Context: an optimization exercise on an open-source flow, tuned for a short achievable clock period and few clock cycles. The choices shown serve that exercise and are no tape-out recipe.
Function was checked by simulation only, so behaviour that the tests miss may differ from the original.
Power figures rest on the tool's default switching activity, not on a simulated workload.

==> inputs of trial 49 <==
==> flow/design.v (excerpt) <==
module lc4_top (
   input  logic        gwe,
   input  logic        i_reset,
   input  logic [15:0] i_cur_insn,
   input  logic [15:0] i_cur_dmem_data,
   output logic [15:0] o_cur_pc,
   output logic [15:0] o_dmem_addr,
   output logic        o_dmem_we,
   output logic [15:0] o_dmem_wdata,
   output logic        o_trace_valid,
   output logic [15:0] o_trace_pc,
   output logic [15:0] o_trace_insn,
   output logic        o_trace_regfile_we,
   output logic [2:0]  o_trace_wsel,
   output logic [15:0] o_trace_wdata,
   output logic        o_trace_nzp_we,
   output logic [2:0]  o_trace_nzp_bits,
   output logic        o_trace_dmem_we,
   output logic [15:0] o_trace_dmem_addr,
   output logic [15:0] o_trace_dmem_data
);
clock: 8.0 ns
lec_check: 0
abc_clock_period_in_ps: 2000
cap_margin: 20
core_margin: 2
core_utilization: 60
cts_cluster_diameter: 100
cts_cluster_size: 20
place_density: 0.72
slew_margin: 20
standard.sh (not shown) runs the stock make flow with config.mk's settings and CLKGATE_MAP_FILE= SYNTH_SCRIPT=/design/flow/synth_recipe.tcl, a recipe that flattens the netlist after the stock synthesis.
==> flow/flow/run.sh <==
#!/bin/bash
set -euo pipefail
bash standard.sh SETUP_SLACK_MARGIN=5.6 finish > standard_flow.log 2>&1
==> trial 73 (differences from trial 49) <==
--- a/flow/design.v
+++ b/flow/design.v
@@ -76,39 +76,33 @@
                        (f_ldr | f_str)  ? {{10{i_insn[5]}}, i_insn[5:0]} :
                                           {{11{i_insn[4]}}, i_insn[4:0]};
 endmodule
 `timescale 1ns/1ps
 module lc4_regfile (
    input  logic        gwe,
-   input  logic        i_clear,
+   input  logic        i_reset,
    input  logic [2:0]  i_rs_sel,
-   input  logic [2:0]  i_rt0_sel,       
-   input  logic [2:0]  i_rt1_sel,       
+   input  logic [2:0]  i_rt_sel,
    input  logic [2:0]  i_rd_sel,
    input  logic        i_rd_we,
    input  logic [15:0] i_wdata,
-   output logic [15:0] o_rs_q,
-   output logic [15:0] o_rt0_q,
-   output logic [15:0] o_rt1_q
+   output logic [15:0] o_rs_data,
+   output logic [15:0] o_rt_data
 );
    logic [7:0][15:0] regs;               
    always_ff @(posedge gwe) begin
-      if (i_clear) begin
-         regs    <= '0;
-         o_rs_q  <= '0;
-         o_rt0_q <= '0;
-         o_rt1_q <= '0;
-      end else begin
-         if (i_rd_we) begin
-            regs[i_rd_sel] <= i_wdata;
+      if (i_reset) begin
+         for (int i = 0; i < 8; i++) begin
+            regs[i] <= '0;
          end
-         o_rs_q  <= regs[i_rs_sel];
-         o_rt0_q <= regs[i_rt0_sel];
-         o_rt1_q <= regs[i_rt1_sel];
+      end else if (i_rd_we) begin
+         regs[i_rd_sel] <= i_wdata;
       end
    end
+   assign o_rs_data = (i_rd_we && (i_rd_sel == i_rs_sel)) ? i_wdata : regs[i_rs_sel];
+   assign o_rt_data = (i_rd_we && (i_rd_sel == i_rt_sel)) ? i_wdata : regs[i_rt_sel];
 endmodule
 `timescale 1ns/1ps
 module lc4_add16 (
    input  logic [15:0] i_a,
    input  logic [15:0] i_b,
    input  logic        i_cin,
@@ -146,23 +140,20 @@
    input  logic        i_e2p,           
    input  logic        i_e2n,           
    input  logic        i_e3,            
    input  logic        i_e4p,           
    input  logic        i_e1m,           
    input  logic        i_e3m,
-   input  logic        i_ea1,           
-   input  logic        i_ea3,
    input  logic        i_la_m,          
    input  logic        i_lb_m,          
    input  logic        i_op_and,
    input  logic        i_op_not,
    input  logic        i_op_or,
    input  logic        i_op_xor,
    input  logic        i_op_const,
-   output logic [15:0] o_addr,          
-   output logic [15:0] o_port_addr,     
+   output logic [15:0] o_addr,
    output logic [15:0] o_result
 );
    logic [15:0] s1, s2p, s2n, s3;
    logic [15:0] la, lb, lres;
    lc4_add16 u_add1  (.i_a(i_res_m), .i_b(i_b),       .i_cin(i_sub), .o_sum(s1));
    lc4_add16 u_add2p (.i_a(i_a),     .i_b(i_res_m),   .i_cin(1'b0),  .o_sum(s2p));
@@ -178,14 +169,13 @@
    assign o_result = ({16{i_e1}}  & s1)
                    | ({16{i_e2p}} & s2p)
                    | ({16{i_e2n}} & s2n)
                    | ({16{i_e3}}  & s3)
                    | ({16{i_e4p}} & {i_res_m[14:0], 1'b0})
                    | lres;
-   assign o_addr      = ({16{i_e1m}} & s1) | ({16{i_e3m}} & s3);
-   assign o_port_addr = ({16{i_ea1}} & s1) | ({16{i_ea3}} & s3);
+   assign o_addr = ({16{i_e1m}} & s1) | ({16{i_e3m}} & s3);
 endmodule
 `timescale 1ns/1ps
 module lc4_mul_s1 (
    input  logic [15:0] i_a,
    input  logic [15:0] i_b,
    output logic [80:0] o_cs
@@ -729,13 +719,12 @@
    output logic        o_trace_dmem_we,
    output logic [15:0] o_trace_dmem_addr,
    output logic [15:0] o_trace_dmem_data
 );
    localparam int CSW = 81;              
    logic [15:0] pc;
-   logic [15:0] pc_port;                 
    logic        stall, stall_nx;
    logic [2:0]  f_rd, f_rs, f_rt;
    logic        f_rs_re, f_rt_re, f_sd_re, f_we;
    logic        f_ld, f_st, f_mul;
    logic        f_add, f_sub, f_and, f_not, f_or, f_xor, f_const;
    logic        f_imm_sel;
@@ -745,31 +734,24 @@
    logic [2:0]  dec_rd, dec_rs, dec_rt;
    logic        dec_rs_re, dec_rt_re, dec_sd_re, dec_we;
    logic        dec_ld, dec_st, dec_mul;
    logic        dec_add, dec_sub, dec_and, dec_not, dec_or, dec_xor, dec_const;
    logic        dec_imm_sel;
    logic [15:0] dec_imm;
-   logic [15:0] rf_rs, rf_rt;            
+   logic [15:0] rf_rs, rf_rt;
    logic        rf_clear;
-   logic [2:0]  rd_rs, rd_rt0, rd_rt1;    
-   logic [15:0] rf_rt0, rf_rt1;
-   logic        h4_rs, h4_rt, h5_rs, h5_rt;
-   logic        hs2, hs3, hs4, hs5, hsr, ht2, ht3, ht4, ht5, htr;
-   logic [7:0]  r5_oh;                   
-   logic [15:0] r5_val;                  
    logic        h1_rs, h1_rt, h2_rs, h2_rt, h3_rs, h3_rt;
    logic        f_hit_d, f_hit_x, d_hit_x;
    logic [15:0] rs_val, rt_val, nxt_w, nxt_t;
    logic        x_valid;
    logic [15:0] x_insn;
    logic [2:0]  x_rd;
    logic        x_we, x_ld, x_st, x_mul;
    logic        x_sub, x_and, x_not, x_or, x_xor, x_const;
    logic [15:0] xa_q, xb_q, xs_q, xma_q, xmb_q;
-   logic        e1, e2p, e2n, e3, e4p, e1m, e3m, la_m, lb_m, ea1, ea3;
-   logic [15:0] x_port_addr, m_addr_port, m_wdata_port;
+   logic        e1, e2p, e2n, e3, e4p, e1m, e3m, la_m, lb_m;
    logic        s_m, ma_m, mb_m;
    logic [15:0] x_s, x_ma, x_mb;
    logic [15:0] x_addr, x_result;
    logic [CSW-1:0] x_cs;
    logic        dec_adder, dec_logic, a_m, b_m;
    logic        m_valid;
@@ -787,13 +769,12 @@
    logic [15:0] w_row0, w_row1, w_product;
    logic        t_valid;
    logic [15:0] t_insn;
    logic [2:0]  t_rd;
    logic        t_we, t_st;
    logic [15:0] res_t, t_daddr, t_ddata;
-   logic [15:0] t_pc;                    
    logic        u_valid;
    logic [15:0] u_pc, u_insn;
    logic        u_rwe, u_dwe;
    logic [2:0]  u_wsel, u_nzp;
    logic [15:0] u_wdata, u_daddr, u_ddata;
    lc4_decoder u_decoder (
@@ -815,23 +796,20 @@
       .o_op_or    (f_or),
       .o_op_xor   (f_xor),
       .o_op_const (f_const),
       .o_imm_sel  (f_imm_sel),
       .o_imm      (f_imm)
    );
-   assign f_hit_d = (f_rs_re & (i_cur_insn[8:6] == dec_rd)) | (f_rt_re & (i_cur_insn[2:0] == dec_rd)) |
-                    (f_sd_re & (i_cur_insn[11:9] == dec_rd));
-   assign f_hit_x = (f_rs_re & (i_cur_insn[8:6] == x_rd)) | (f_rt_re & (i_cur_insn[2:0] == x_rd)) |
-                    (f_sd_re & (i_cur_insn[11:9] == x_rd));
+   assign f_hit_d = (f_rs_re & (f_rs == dec_rd)) | ((f_rt_re | f_sd_re) & (f_rt == dec_rd));
+   assign f_hit_x = (f_rs_re & (f_rs == x_rd)) | ((f_rt_re | f_sd_re) & (f_rt == x_rd));
    assign d_hit_x = (dec_rs_re & (dec_rs == x_rd)) | ((dec_rt_re | dec_sd_re) & (dec_rt == x_rd));
    assign stall_nx = stall ? (x_mul & d_hit_x)
                            : (((dec_ld | dec_mul) & f_hit_d) | (x_mul & f_hit_x));
    always_ff @(posedge gwe) begin
       if (i_reset) begin
          pc        <= RESET_PC;
-         pc_port   <= RESET_PC;
          stall     <= 1'b0;
          d_valid   <= 1'b0;
          dec_rs_re <= 1'b0;
          dec_rt_re <= 1'b0;
          dec_sd_re <= 1'b0;
          dec_we    <= 1'b0;
@@ -843,14 +821,13 @@
          dec_and   <= 1'b0;
          dec_not   <= 1'b0;
          dec_or    <= 1'b0;
          dec_xor   <= 1'b0;
          dec_const <= 1'b0;
       end else begin
-         stall   <= stall_nx;
-         pc_port <= stall ? pc : pc + 16'd1;
+         stall <= stall_nx;
          if (!stall) begin
             pc        <= pc + 16'd1;
             d_valid   <= 1'b1;
             dec_rs_re <= f_rs_re;
             dec_rt_re <= f_rt_re;
             dec_sd_re <= f_sd_re;
@@ -875,59 +852,37 @@
          dec_rs      <= f_rs;
          dec_rt      <= f_rt;
          dec_imm_sel <= f_imm_sel;
          dec_imm     <= f_imm;
       end
    end
-   assign o_cur_pc = pc_port;
+   assign o_cur_pc = pc;
    always_ff @(posedge gwe) begin
       rf_clear <= i_reset;
    end
-   assign rd_rs  = stall ? d_insn[8:6]  : i_cur_insn[8:6];
-   assign rd_rt0 = stall ? d_insn[2:0]  : i_cur_insn[2:0];
-   assign rd_rt1 = stall ? d_insn[11:9] : i_cur_insn[11:9];
    lc4_regfile u_regfile (
       .gwe       (gwe),
-      .i_clear   (rf_clear),
-      .i_rs_sel  (rd_rs),
-      .i_rt0_sel (rd_rt0),
-      .i_rt1_sel (rd_rt1),
+      .i_reset   (rf_clear),
+      .i_rs_sel  (dec_rs),
+      .i_rt_sel  (dec_rt),
       .i_rd_sel  (t_rd),
       .i_rd_we   (t_we),
       .i_wdata   (res_t),
-      .o_rs_q    (rf_rs),
-      .o_rt0_q   (rf_rt0),
-      .o_rt1_q   (rf_rt1)
+      .o_rs_data (rf_rs),
+      .o_rt_data (rf_rt)
    );
-   assign rf_rt = dec_st ? rf_rt1 : rf_rt0;
    assign h1_rs = x_we && (x_rd == dec_rs);
    assign h1_rt = x_we && (x_rd == dec_rt);
    assign h2_rs = m_we && (m_rd == dec_rs);
    assign h2_rt = m_we && (m_rd == dec_rt);
    assign h3_rs = w_we && (w_rd == dec_rs);
    assign h3_rt = w_we && (w_rd == dec_rt);
-   assign h4_rs = t_we && (t_rd == dec_rs);
-   assign h4_rt = t_we && (t_rd == dec_rt);
-   assign h5_rs = r5_oh[dec_rs];
-   assign h5_rt = r5_oh[dec_rt];
-   assign hs2 = h2_rs;
-   assign hs3 = ~h2_rs & h3_rs;
-   assign hs4 = ~h2_rs & ~h3_rs & h4_rs;
-   assign hs5 = ~h2_rs & ~h3_rs & ~h4_rs & h5_rs;
-   assign hsr = ~h2_rs & ~h3_rs & ~h4_rs & ~h5_rs;
-   assign ht2 = h2_rt;
-   assign ht3 = ~h2_rt & h3_rt;
-   assign ht4 = ~h2_rt & ~h3_rt & h4_rt;
-   assign ht5 = ~h2_rt & ~h3_rt & ~h4_rt & h5_rt;
-   assign htr = ~h2_rt & ~h3_rt & ~h4_rt & ~h5_rt;
    assign nxt_w = m_ld ? i_cur_dmem_data : res_m;
    assign nxt_t = w_mul ? w_product : res_w;
-   assign rs_val = ({16{hs2}} & nxt_w) | ({16{hs3}} & nxt_t) | ({16{hs4}} & res_t) |
-                   ({16{hs5}} & r5_val) | ({16{hsr}} & rf_rs);
-   assign rt_val = ({16{ht2}} & nxt_w) | ({16{ht3}} & nxt_t) | ({16{ht4}} & res_t) |
-                   ({16{ht5}} & r5_val) | ({16{htr}} & rf_rt);
+   assign rs_val = h2_rs ? nxt_w : h3_rs ? nxt_t : rf_rs;
+   assign rt_val = h2_rt ? nxt_w : h3_rt ? nxt_t : rf_rt;
    assign dec_adder = dec_add | dec_sub;
    assign dec_logic = dec_and | dec_or | dec_xor | dec_not;
    assign a_m       = h1_rs;                     
    assign b_m       = dec_rt_re & h1_rt;
    always_ff @(posedge gwe) begin
       if (i_reset || stall) begin
@@ -946,14 +901,12 @@
          e2p     <= 1'b0;
          e2n     <= 1'b0;
          e3      <= 1'b0;
          e4p     <= 1'b0;
          e1m     <= 1'b0;
          e3m     <= 1'b0;
-         ea1     <= 1'b0;
-         ea3     <= 1'b0;
          la_m    <= 1'b0;
          lb_m    <= 1'b0;
          s_m     <= 1'b0;
          ma_m    <= 1'b0;
          mb_m    <= 1'b0;
       end else begin
@@ -972,14 +925,12 @@
          e2p     <= dec_adder & ~a_m & b_m & ~dec_sub;
          e2n     <= dec_adder & ~a_m & b_m & dec_sub;
          e3      <= dec_adder & ~a_m & ~b_m;
          e4p     <= dec_adder & a_m & b_m & ~dec_sub;
          e1m     <= (dec_ld | dec_st) & a_m;
          e3m     <= (dec_ld | dec_st) & ~a_m;
-         ea1     <= a_m;
-         ea3     <= ~a_m;
          la_m    <= dec_logic & a_m;
          lb_m    <= dec_logic & b_m;
          s_m     <= dec_sd_re & h1_rt;
          ma_m    <= dec_mul & h1_rs;
          mb_m    <= dec_mul & h1_rt;
       end
@@ -1002,23 +953,20 @@
       .i_e2p      (e2p),
       .i_e2n      (e2n),
       .i_e3       (e3),
       .i_e4p      (e4p),
       .i_e1m      (e1m),
       .i_e3m      (e3m),
-      .i_ea1      (ea1),
-      .i_ea3      (ea3),
       .i_la_m     (la_m),
       .i_lb_m     (lb_m),
       .i_op_and   (x_and),
       .i_op_not   (x_not),
       .i_op_or    (x_or),
       .i_op_xor   (x_xor),
       .i_op_const (x_const),
       .o_addr     (x_addr),
-      .o_port_addr(x_port_addr),
       .o_result   (x_result)
    );
    assign x_s  = s_m ? res_m : xs_q;
    assign x_ma = ({16{ma_m}} & res_m) | xma_q;
    assign x_mb = ({16{mb_m}} & res_m) | xmb_q;
    lc4_mul_s1 u_mul_s1 (
@@ -1041,20 +989,18 @@
          m_mul   <= x_mul;
       end
       m_insn  <= x_insn;
       m_rd    <= x_rd;
       res_m   <= x_result;
       m_addr  <= x_addr;
-      m_addr_port  <= x_port_addr;
-      m_wdata_port <= x_s;
       m_wdata <= x_st ? x_s : '0;
       m_cs    <= x_cs;
    end
-   assign o_dmem_addr  = m_addr_port;
+   assign o_dmem_addr  = m_addr;
    assign o_dmem_we    = m_st;
-   assign o_dmem_wdata = m_wdata_port;
+   assign o_dmem_wdata = m_wdata;
    lc4_mul_s2 u_mul_s2 (
       .i_cs   (m_cs),
       .o_row0 (m_row0),
       .o_row1 (m_row1)
    );
    always_ff @(posedge gwe) begin
@@ -1099,37 +1045,28 @@
       t_daddr <= w_daddr;
       t_ddata <= w_ddata;
    end
    always_ff @(posedge gwe) begin
       if (i_reset) begin
          u_valid <= 1'b0;
-         t_pc    <= RESET_PC;
+         u_pc    <= RESET_PC;
       end else begin
          u_valid <= t_valid;
-         if (t_valid) begin
-            t_pc <= t_pc + 16'd1;
+         if (u_valid) begin
+            u_pc <= u_pc + 16'd1;
          end
       end
-      u_pc    <= t_pc;
       u_insn  <= t_insn;
       u_rwe   <= t_we;
       u_wsel  <= t_we ? t_rd : '0;
       u_wdata <= t_we ? res_t : '0;
       u_nzp   <= t_we ? lc4_pkg::nzp_of(res_t) : '0;
       u_dwe   <= t_st;
       u_daddr <= t_daddr;
       u_ddata <= t_ddata;
    end
-   always_ff @(posedge gwe) begin
-      if (i_reset) begin
-         r5_oh <= '0;
-      end else begin
-         r5_oh <= t_we ? (8'd1 << t_rd) : 8'd0;
-      end
-      r5_val <= res_t;
-   end
    assign o_trace_valid      = u_valid;
    assign o_trace_pc         = u_pc;
    assign o_trace_insn       = u_insn;
    assign o_trace_regfile_we = u_rwe;
    assign o_trace_wsel       = u_wsel;
    assign o_trace_wdata      = u_wdata;
- CORE_UTILIZATION: 60 -> 40
- CTS_CLUSTER_DIAMETER: 100 -> not set
- CTS_CLUSTER_SIZE: 20 -> not set
- PLACE_DENSITY: 0.72 -> not set
==> qor summary <==
Register bit total from synthesis: trial 49 829; trial 73 707
Clock-cell share: trial 49 0.0299; trial 73 0.0667
Clock transition time at the flip-flop clock pins of the worst setup and hold paths: trial 49 0.09 ns; trial 73 0.06 ns
Met2 Wirelength: trial 49 52.4 mm; trial 73 44.3 mm
Critical hold path startpoint: trial 49 u_pipe.w_daddr[12]$_DFF_P_; trial 73 u_pipe.w_insn[15]$_DFF_P_
Register area share after synthesis: trial 49 0.476; trial 73 0.458
Number of antenna violations at the first check in global routing: trial 49 2; trial 73 1
Largest fanout on the critical path: trial 49 5; trial 73 3
Result of the run: trial 49 finished clean; trial 73 finished clean
Post-synthesis adder-cell area fraction: trial 49 0.0927; trial 73 0.104
Achievable Freq: trial 49 0.356 GHz; trial 73 0.357 GHz
Maximum number of pins on one net before global-route repair: trial 49 96; trial 73 101
R2R depth: trial 49 9; trial 73 11
Area growth from synthesis to layout: trial 49 23.1%; trial 73 29.1%
Proportion of total power due to net switching: trial 49 0.273; trial 73 0.250
Final instance area: trial 49 43,600 um^2; trial 73 40,600 um^2
Testbench counts of trial 49, summed over its fixed seeds: cycles 12,766.
Testbench counts of trial 73, summed over its fixed seeds: cycles 12,766.

separate check: timing with driven ports:
How much do the figures lean on ideal ports? The routed layouts below were timed once more, with nothing changed but the port constraints.
Step 1 sets driving cells, clkbuf_16 on the clock port and buf_2 on the other inputs (assumed; they add their load-dependent delay and slew).
Step 2, shift: input delay + t, output delay - t, t = (earliest + latest rising clock arrival at the registers) / 2. This alone moves slack from input paths to output paths.
a / b / c = no drivers / after step 1 / after step 2; a / b = the first two.
run | shift t [ns] | setup slack, ns | worst setup path at the end | worst data-port slew with drivers (ns)
trial 49 | 0.703 | 5.194 / 5.177 / 4.635 | input to register | 0.08
trial 73 | 0.702 | 5.199 / 5.199 / 4.759 | input to register | 0.07
After both steps setup and hold are still met in every run listed. The setup slack of trial 49, which loses most, moves by -0.017 ns with the drivers and by -0.559 ns with both steps.
